Background: an optimization exercise with open tools, aiming at small area and a short achievable clock period. Do not read the settings as production practice.
Where RTL was checked, it was by simulation tests only, not by an equivalence proof against the original.
No activity file was given, so power comes from the tool's default toggle rates.

## north
==> module hard_drive_controller, before the edit <==
module hard_drive_controller (
  input  logic        clock,
  input  logic        reset_n,
  input  logic        request,
  input  logic        write_enable,
  input  logic [6:0]  track,
  input  logic [13:0] sector,
  input  logic [31:0] data_write,
  output logic        ready,
  output logic        done,
  output logic        error,
  output logic [31:0] data_read,
  output logic [6:0]  head_track
);
  logic        busy_q, ready_q, seek_q, acc1_q, acc2_q, done_q, err_q;
  logic [2:0]  seek_cnt;
  logic [2:0]  head_q;
  logic        lat_we;
  logic [2:0]  lat_track;
  logic [31:0] lat_data;
  logic        accept, out_of_range;
  logic [2:0]  seek_dist;
  assign ready_q      = ~(seek_q | acc1_q | acc2_q | done_q);
  assign accept       = ready_q & request;
  assign out_of_range = (|track[6:3]) | (|sector[13:4]);
  assign seek_dist         = (track[2:0] >= head_q) ? (track[2:0] - head_q) : (head_q - track[2:0]);
  assign ready      = ~busy_q;
  assign done       = done_q;
  assign error      = err_q;
  assign head_track = {4'b0000, head_q};
  always_ff @(posedge clock or negedge reset_n) begin
    if (!reset_n) begin
      busy_q   <= 1'b0;
      seek_q   <= 1'b0;
      acc1_q   <= 1'b0;
      acc2_q   <= 1'b0;
      done_q   <= 1'b0;
      err_q    <= 1'b0;
      seek_cnt <= '0;
      head_q   <= '0;
    end else begin
      acc2_q <= acc1_q;
      done_q <= acc2_q | (accept & out_of_range);
      if (accept) begin
        busy_q   <= 1'b1;
        err_q    <= out_of_range;
        seek_q   <= ~out_of_range & (seek_dist != 3'd0);
        acc1_q   <= ~out_of_range & (seek_dist == 3'd0);
        seek_cnt <= seek_dist;
      end else begin
        if (done_q) busy_q <= 1'b0;
        if (seek_q) begin
          seek_cnt <= seek_cnt - 3'd1;
          if (seek_cnt == 3'd1) begin
            seek_q <= 1'b0;
            head_q <= lat_track;
          end
        end
        acc1_q <= seek_q & (seek_cnt == 3'd1);
      end
    end
  end
  always_ff @(posedge clock) begin
    if (ready_q) begin
      lat_we   <= write_enable;
      lat_track <= track[2:0];
      lat_data <= data_write;
    end
  end
  localparam int NR = 43;
  logic [1:0]  ph3;          
  logic        ph2;          
  logic [31:0] rp0 [NR];
  logic [31:0] rp1 [NR];
  logic [31:0] rp2 [NR-1];
  always_ff @(posedge clock) begin
    ph3 <= (ph3 == 2'd2 || ph3 == 2'd3) ? 2'd0 : ph3 + 2'd1;
    ph2 <= ~ph2;
  end
  logic [2:0] ph3_oh;
  assign ph3_oh = {ph3 == 2'd2, ph3 == 2'd1, ph3 == 2'd0};
  for (genvar k = 0; k < NR; k++) begin : g_ring
    logic we;
    assign we = we_now[k] | (we_pend & pend_ring[k]);
    if (k < NR - 1) begin : g3
      always_ff @(posedge clock) begin
        rp1[k] <= rp0[k];
        rp2[k] <= rp1[k];
        rp0[k] <= we ? ~pend_data_n : rp2[k];
      end
    end else begin : g2
      always_ff @(posedge clock) begin
        rp1[k] <= rp0[k];
        rp0[k] <= we ? ~pend_data_n : rp1[k];
      end
    end
  end
  logic [NR-1:0] rd_ring;
  logic [2:0]    rd_pos3;
  logic [1:0]    rd_pos2;
  logic [6:0]    in_idx;
  logic [NR-1:0] in_ring;
  logic [2:0]    in_slot3;
  assign in_idx = {track[2:0], sector[3:0]};
  always_comb begin
    in_ring  = '0;
    in_slot3 = '0;
    for (int a = 0; a < 126; a++)
      if (in_idx == 7'(a)) begin
        in_ring[a / 3]   = 1'b1;
        in_slot3[a % 3]  = 1'b1;
      end
    if (in_idx[6:1] == 6'd63) in_ring[NR-1] = 1'b1;
  end
  logic [2:0] nx_pos3;
  always_comb
    for (int p = 0; p < 3; p++)
      nx_pos3[p] = (ph3_oh[0] & in_slot3[(p + 2) % 3]) |
                   (ph3_oh[1] & in_slot3[(p + 1) % 3]) |
                   (ph3_oh[2] & in_slot3[p]);
  always_ff @(posedge clock) begin
    if (ready_q) begin
      rd_ring <= in_ring;
      rd_pos3 <= nx_pos3;
      rd_pos2 <= (in_idx[0] ^ ~ph2) ? 2'b10 : 2'b01;
    end else begin
      rd_pos3 <= {rd_pos3[1:0], rd_pos3[2]};
      rd_pos2 <= {rd_pos2[0], rd_pos2[1]};
    end
  end
  logic          pend_v;       
  logic [1:0]    pend_t;       
  logic [NR-1:0] pend_ring;
  logic [31:0]   pend_data_n;  
  logic          wr_now, last_now;
  assign wr_now   = acc2_q & lat_we;
  assign last_now = rd_ring[NR-1] ? rd_pos2[1] : rd_pos3[2];
  logic          pend_v_nx;
  logic [1:0]    pend_t_nx;
  assign pend_v_nx = (wr_now & ~last_now) | (pend_v & pend_t[1]);
  assign pend_t_nx = (wr_now & ~last_now) ? ((rd_ring[NR-1] | rd_pos3[1]) ? 2'b01 : 2'b10)
                                          : {1'b0, pend_t[1]};
  always_ff @(posedge clock) begin
    pend_v      <= pend_v_nx;
    pend_t      <= pend_t_nx;
    pend_ring   <= rd_ring;
    pend_data_n <= ~lat_data;
  end
  logic [NR-1:0] we_now;
  logic          we_pend;
  always_ff @(posedge clock or negedge reset_n) begin
    if (!reset_n) we_now <= '0;
    else          we_now <= {NR{acc1_q & lat_we & (rd_ring[NR-1] ? rd_pos2[0] : rd_pos3[1])}} & rd_ring;
  end
  always_ff @(posedge clock) we_pend <= pend_v_nx & pend_t_nx[0];
  logic        p0, p2;
  logic [31:0] rd01, rd_stage;
  assign p0 = rd_ring[NR-1] ? rd_pos2[0] : rd_pos3[0];
  assign p2 = ~rd_ring[NR-1] & rd_pos3[2];
  logic [NR-1:0] sel_a, sel_b;   
  assign sel_a = rd_ring & {NR{p0}};
  assign sel_b = rd_ring & {NR{~p0}};
  always_comb begin
    rd01 = '0;
    for (int k = 0; k < NR; k++)
      rd01 = rd01 | ({32{sel_a[k]}} & rp0[k]) | ({32{sel_b[k]}} & rp1[k]);
  end
  always_ff @(posedge clock) rd_stage <= rd01;
  always_ff @(posedge clock or negedge reset_n) begin
    if (!reset_n)                data_read <= '0;
    else if (acc2_q && !lat_we)  data_read <= p2 ? rd_stage : rd01;
  end
endmodule
export LEC_CHECK = 0
export CAP_MARGIN = 10
export CORE_MARGIN = 2
export CORE_UTILIZATION = 55
export CTS_CLUSTER_DIAMETER = 80
export CTS_CLUSTER_SIZE = 30
export SETUP_SLACK_MARGIN = 3.0
export SLEW_MARGIN = 20
create_clock -name core_clock -period 5.5 [get_ports {clock}]
run.sh (not shown) runs the stock make flow with config.mk's settings and CLKGATE_MAP_FILE= SYNTH_SCRIPT=/design/flow/synth_recipe.tcl, a recipe that flattens the netlist after the stock synthesis.
Here is what was changed in the inputs of south compared with north.
-- flow/design.v --
<<< north, line 155
  always_ff @(posedge clock) we_pend <= pend_v_nx & pend_t_nx[0];
  logic        p0, p2;
  logic [31:0] rd01, rd_stage;
  assign p0 = rd_ring[NR-1] ? rd_pos2[0] : rd_pos3[0];
  assign p2 = ~rd_ring[NR-1] & rd_pos3[2];
  logic [NR-1:0] sel_a, sel_b;   
  assign sel_a = rd_ring & {NR{p0}};
  assign sel_b = rd_ring & {NR{~p0}};
  always_comb begin
    rd01 = '0;
    for (int k = 0; k < NR; k++)
      rd01 = rd01 | ({32{sel_a[k]}} & rp0[k]) | ({32{sel_b[k]}} & rp1[k]);
  end
  always_ff @(posedge clock) rd_stage <= rd01;
>>> south, line 155
  always_ff @(posedge clock) we_pend <= pend_v_nx & pend_t_nx[0];
  logic        p0, p2;
  logic [31:0] rd_a, rd_b, rd01, rd_stage;
  assign p0 = rd_ring[NR-1] ? rd_pos2[0] : rd_pos3[0];
  assign p2 = ~rd_ring[NR-1] & rd_pos3[2];
  always_comb begin
    rd_a = '0;
    rd_b = '0;
    for (int k = 0; k < NR; k++) begin
      rd_a = rd_a | ({32{rd_ring[k]}} & rp0[k]);
      rd_b = rd_b | ({32{rd_ring[k]}} & rp1[k]);
    end
    rd01 = p0 ? rd_a : rd_b;
  end
  always_ff @(posedge clock) rd_stage <= rd01;
--- outcome ---
From north to south the numbers moved as follows: ratio of total power to cell area has increased, max-slew violation count has remained practically unchanged.
In south, the final non-filler cell area came out 3500 um2 below the value in north.
Setup slack came out higher on south than on north.
Measured against north, the non-clock buffer instance count of the final layout of south comes out at 0.76 times the reference value.
Compared south vs north, and reported net switching power is down in south.
Compared with north, in south layout filler cell count now smaller; I/O pin count comparable.
The RTL of north was laid out without a check of its function.


## JK
RTL: one of the versions met above, not the one the previous note started from.
Size in the first run: ~10000 cells after synthesis, ~4400 flip-flops, about 99 I/O pins, roughly 120000 um2 of cells after synthesis.
==> module hard_drive_controller, before the edit <==
module hard_drive_controller (
  input  logic        clock,
  input  logic        reset_n,
  input  logic        request,
  input  logic        write_enable,
  input  logic [6:0]  track,
  input  logic [13:0] sector,
  input  logic [31:0] data_write,
  output logic        ready,
  output logic        done,
  output logic        error,
  output logic [31:0] data_read,
  output logic [6:0]  head_track
);
  logic        busy_q, ready_q, seek_q, acc1_q, acc2_q, done_q, err_q;
  logic [2:0]  seek_cnt;
  logic [2:0]  head_q;
  logic        lat_we;
  logic [2:0]  lat_track;
  logic [31:0] lat_data;
  logic        accept, out_of_range;
  logic [2:0]  seek_dist;
  assign ready_q      = ~(seek_q | acc1_q | acc2_q | done_q);
  assign accept       = ready_q & request;
  assign out_of_range = (|track[6:3]) | (|sector[13:4]);
  assign seek_dist         = (track[2:0] >= head_q) ? (track[2:0] - head_q) : (head_q - track[2:0]);
  assign ready      = ~busy_q;
  assign done       = done_q;
  assign error      = err_q;
  assign head_track = {4'b0000, head_q};
  always_ff @(posedge clock or negedge reset_n) begin
    if (!reset_n) begin
      busy_q   <= 1'b0;
      seek_q   <= 1'b0;
      acc1_q   <= 1'b0;
      acc2_q   <= 1'b0;
      done_q   <= 1'b0;
      err_q    <= 1'b0;
      seek_cnt <= '0;
      head_q   <= '0;
    end else begin
      acc2_q <= acc1_q;
      done_q <= acc2_q | (accept & out_of_range);
      if (accept) begin
        busy_q   <= 1'b1;
        err_q    <= out_of_range;
        seek_q   <= ~out_of_range & (seek_dist != 3'd0);
        acc1_q   <= ~out_of_range & (seek_dist == 3'd0);
        seek_cnt <= seek_dist;
      end else begin
        if (done_q) busy_q <= 1'b0;
        if (seek_q) begin
          seek_cnt <= seek_cnt - 3'd1;
          if (seek_cnt == 3'd1) begin
            seek_q <= 1'b0;
            head_q <= lat_track;
          end
        end
        acc1_q <= seek_q & (seek_cnt == 3'd1);
      end
    end
  end
  always_ff @(posedge clock) begin
    if (ready_q) begin
      lat_we   <= write_enable;
      lat_track <= track[2:0];
      lat_data <= data_write;
    end
  end
  localparam int NR = 43;
  logic [1:0]  ph3;          
  logic        ph2;          
  logic [31:0] rp0 [NR];
  logic [31:0] rp1 [NR];
  logic [31:0] rp2 [NR-1];
  always_ff @(posedge clock) begin
    ph3 <= (ph3 == 2'd2 || ph3 == 2'd3) ? 2'd0 : ph3 + 2'd1;
    ph2 <= ~ph2;
  end
  logic [2:0] ph3_oh;
  assign ph3_oh = {ph3 == 2'd2, ph3 == 2'd1, ph3 == 2'd0};
  for (genvar k = 0; k < NR; k++) begin : g_ring
    logic we;
    assign we = we_now[k] | (we_pend & pend_ring[k]);
    if (k < NR - 1) begin : g3
      always_ff @(posedge clock) begin
        rp1[k] <= rp0[k];
        rp2[k] <= rp1[k];
        rp0[k] <= we ? ~pend_data_n : rp2[k];
      end
    end else begin : g2
      always_ff @(posedge clock) begin
        rp1[k] <= rp0[k];
        rp0[k] <= we ? ~pend_data_n : rp1[k];
      end
    end
  end
  logic [NR-1:0] rd_ring;
  logic [2:0]    rd_pos3;
  logic [1:0]    rd_pos2;
  logic [6:0]    in_idx;
  logic [NR-1:0] in_ring;
  logic [2:0]    in_slot3;
  assign in_idx = {track[2:0], sector[3:0]};
  always_comb begin
    in_ring  = '0;
    in_slot3 = '0;
    for (int a = 0; a < 126; a++)
      if (in_idx == 7'(a)) begin
        in_ring[a / 3]   = 1'b1;
        in_slot3[a % 3]  = 1'b1;
      end
    if (in_idx[6:1] == 6'd63) in_ring[NR-1] = 1'b1;
  end
  logic [2:0] nx_pos3;
  always_comb
    for (int p = 0; p < 3; p++)
      nx_pos3[p] = (ph3_oh[0] & in_slot3[(p + 2) % 3]) |
                   (ph3_oh[1] & in_slot3[(p + 1) % 3]) |
                   (ph3_oh[2] & in_slot3[p]);
  always_ff @(posedge clock) begin
    if (ready_q) begin
      rd_ring <= in_ring;
      rd_pos3 <= nx_pos3;
      rd_pos2 <= (in_idx[0] ^ ~ph2) ? 2'b10 : 2'b01;
    end else begin
      rd_pos3 <= {rd_pos3[1:0], rd_pos3[2]};
      rd_pos2 <= {rd_pos2[0], rd_pos2[1]};
    end
  end
  logic          pend_v;       
  logic [1:0]    pend_t;       
  logic [NR-1:0] pend_ring;
  logic [31:0]   pend_data_n;  
  logic          wr_now, last_now;
  assign wr_now   = acc2_q & lat_we;
  assign last_now = rd_ring[NR-1] ? rd_pos2[1] : rd_pos3[2];
  logic          pend_v_nx;
  logic [1:0]    pend_t_nx;
  assign pend_v_nx = (wr_now & ~last_now) | (pend_v & pend_t[1]);
  assign pend_t_nx = (wr_now & ~last_now) ? ((rd_ring[NR-1] | rd_pos3[1]) ? 2'b01 : 2'b10)
                                          : {1'b0, pend_t[1]};
  always_ff @(posedge clock) begin
    pend_v      <= pend_v_nx;
    pend_t      <= pend_t_nx;
    pend_ring   <= rd_ring;
    pend_data_n <= ~lat_data;
  end
  logic [NR-1:0] we_now;
  logic          we_pend;
  always_ff @(posedge clock or negedge reset_n) begin
    if (!reset_n) we_now <= '0;
    else          we_now <= {NR{acc1_q & lat_we & (rd_ring[NR-1] ? rd_pos2[0] : rd_pos3[1])}} & rd_ring;
  end
  always_ff @(posedge clock) we_pend <= pend_v_nx & pend_t_nx[0];
  logic        p0, p2;
  logic [31:0] rd_a, rd_b, rd01, rd_stage;
  assign p0 = rd_ring[NR-1] ? rd_pos2[0] : rd_pos3[0];
  assign p2 = ~rd_ring[NR-1] & rd_pos3[2];
  always_comb begin
    rd_a = '0;
    rd_b = '0;
    for (int k = 0; k < NR; k++) begin
      rd_a = rd_a | ({32{rd_ring[k]}} & rp0[k]);
      rd_b = rd_b | ({32{rd_ring[k]}} & rp1[k]);
    end
    rd01 = p0 ? rd_a : rd_b;
  end
  always_ff @(posedge clock) rd_stage <= rd01;
  always_ff @(posedge clock or negedge reset_n) begin
    if (!reset_n)                data_read <= '0;
    else if (acc2_q && !lat_we)  data_read <= p2 ? rd_stage : rd01;
  end
endmodule
==> flow/config.mk <==
export PLATFORM = sky130hd
export DESIGN_NAME = hard_drive_controller
export DESIGN_NICKNAME = hard_drive_controller
export VERILOG_FILES = /design/flow/design.v
export SDC_FILE = /design/flow/constraint.sdc
export NUM_CORES = 8
export LEC_CHECK = 0
export CAP_MARGIN = 10
export CORE_MARGIN = 2
export CORE_UTILIZATION = 55
export CTS_CLUSTER_DIAMETER = 80
export CTS_CLUSTER_SIZE = 30
export SETUP_SLACK_MARGIN = 2.85
export SLEW_MARGIN = 20
==> flow/constraint.sdc <==
create_clock -name core_clock -period 5.5 [get_ports {clock}]
set_input_delay 1.1000 -clock core_clock [delete_from_list [all_inputs] [get_ports {clock}]]
set_output_delay 1.1000 -clock core_clock [all_outputs]
set_load 0.01 [all_outputs]
Changes in MS relative to JK:
-- flow/design.v --
<<< JK, line 75
  logic [31:0] rp2 [NR-1];
  always_ff @(posedge clock) begin
    ph3 <= (ph3 == 2'd2 || ph3 == 2'd3) ? 2'd0 : ph3 + 2'd1;
    ph2 <= ~ph2;
  end
  logic [2:0] ph3_oh;
>>> MS, line 75
  logic [31:0] rp2 [NR-1];
  always_ff @(posedge clock) begin
    case (ph3)
      2'd0:    ph3 <= 2'd1;
      2'd1:    ph3 <= 2'd2;
      default: ph3 <= 2'd0;
    endcase
    case (ph2)
      1'b0:    ph2 <= 1'b1;
      default: ph2 <= 1'b0;
    endcase
  end
  logic [2:0] ph3_oh;
MS | status: complete | timing, DRC, antenna: pass
Number of ordinary and repair buffers in the finished layout ends up higher on MS.
~same sequential fraction of the synthesis area in JK and MS
Between JK and MS, the clock slew seen by the registers of the worst setup and hold paths does not differ in any meaningful way.
As of MS, total number of multi-input combinational cells had risen slightly compared to JK.
Looking at count of buffers added by post-CTS timing repair for setup, MS sits 10 higher than JK does.
Compare JK and MS | via total after detailed routing lower: JK
Any difference in adder-cell share of the synthesized area between MS and JK is small enough to ignore.
Diff JK -> MS | sum of internal, switching and leakage power | increase of 0.54 mW
MS against JK: global-route usage over all layers grew by 0.74 points, post-synthesis to final-layout area growth grew by 0.36 points, number of DRC markers in iteration 0 grew by 477.

[what the ideal ports hide]
The flow's constraints put no driver on any port. The routed layouts listed below were extracted and timed again, unchanged, in two steps. Step 1 sets driving cells, clkbuf_16 on the clock port and buf_2 on the other inputs (assumed; they add their load-dependent delay and slew). Step 2 adds t to the input delays and takes it off the output delays; t is the mean of the earliest and latest rising clock arrival at the registers after step 1. Input paths then give back, and output paths get back, about the clock's delay inside the block. Three values: ideal ports, drivers, drivers and shift; two values: the first two.
run | shift t [ns] | setup slack, ns | worst setup path at the end | worst register clock-pin slew, ns
north | 0.968 | 2.473 / 2.473 / 2.165 | input to register | 0.12 / 0.12
south | 0.955 | 2.837 / 2.747 / 2.233 | input to register | 0.12 / 0.12
JK | 0.955 | 2.812 / 2.720 / 2.080 | input to register | 0.12 / 0.12
MS | 0.952 | 2.796 / 2.774 / 2.075 | input to register | 0.12 / 0.12
After both steps setup and hold are still met in every run listed. The setup slack of JK, which loses most, moves by -0.092 ns with the drivers and by -0.732 ns with both steps.
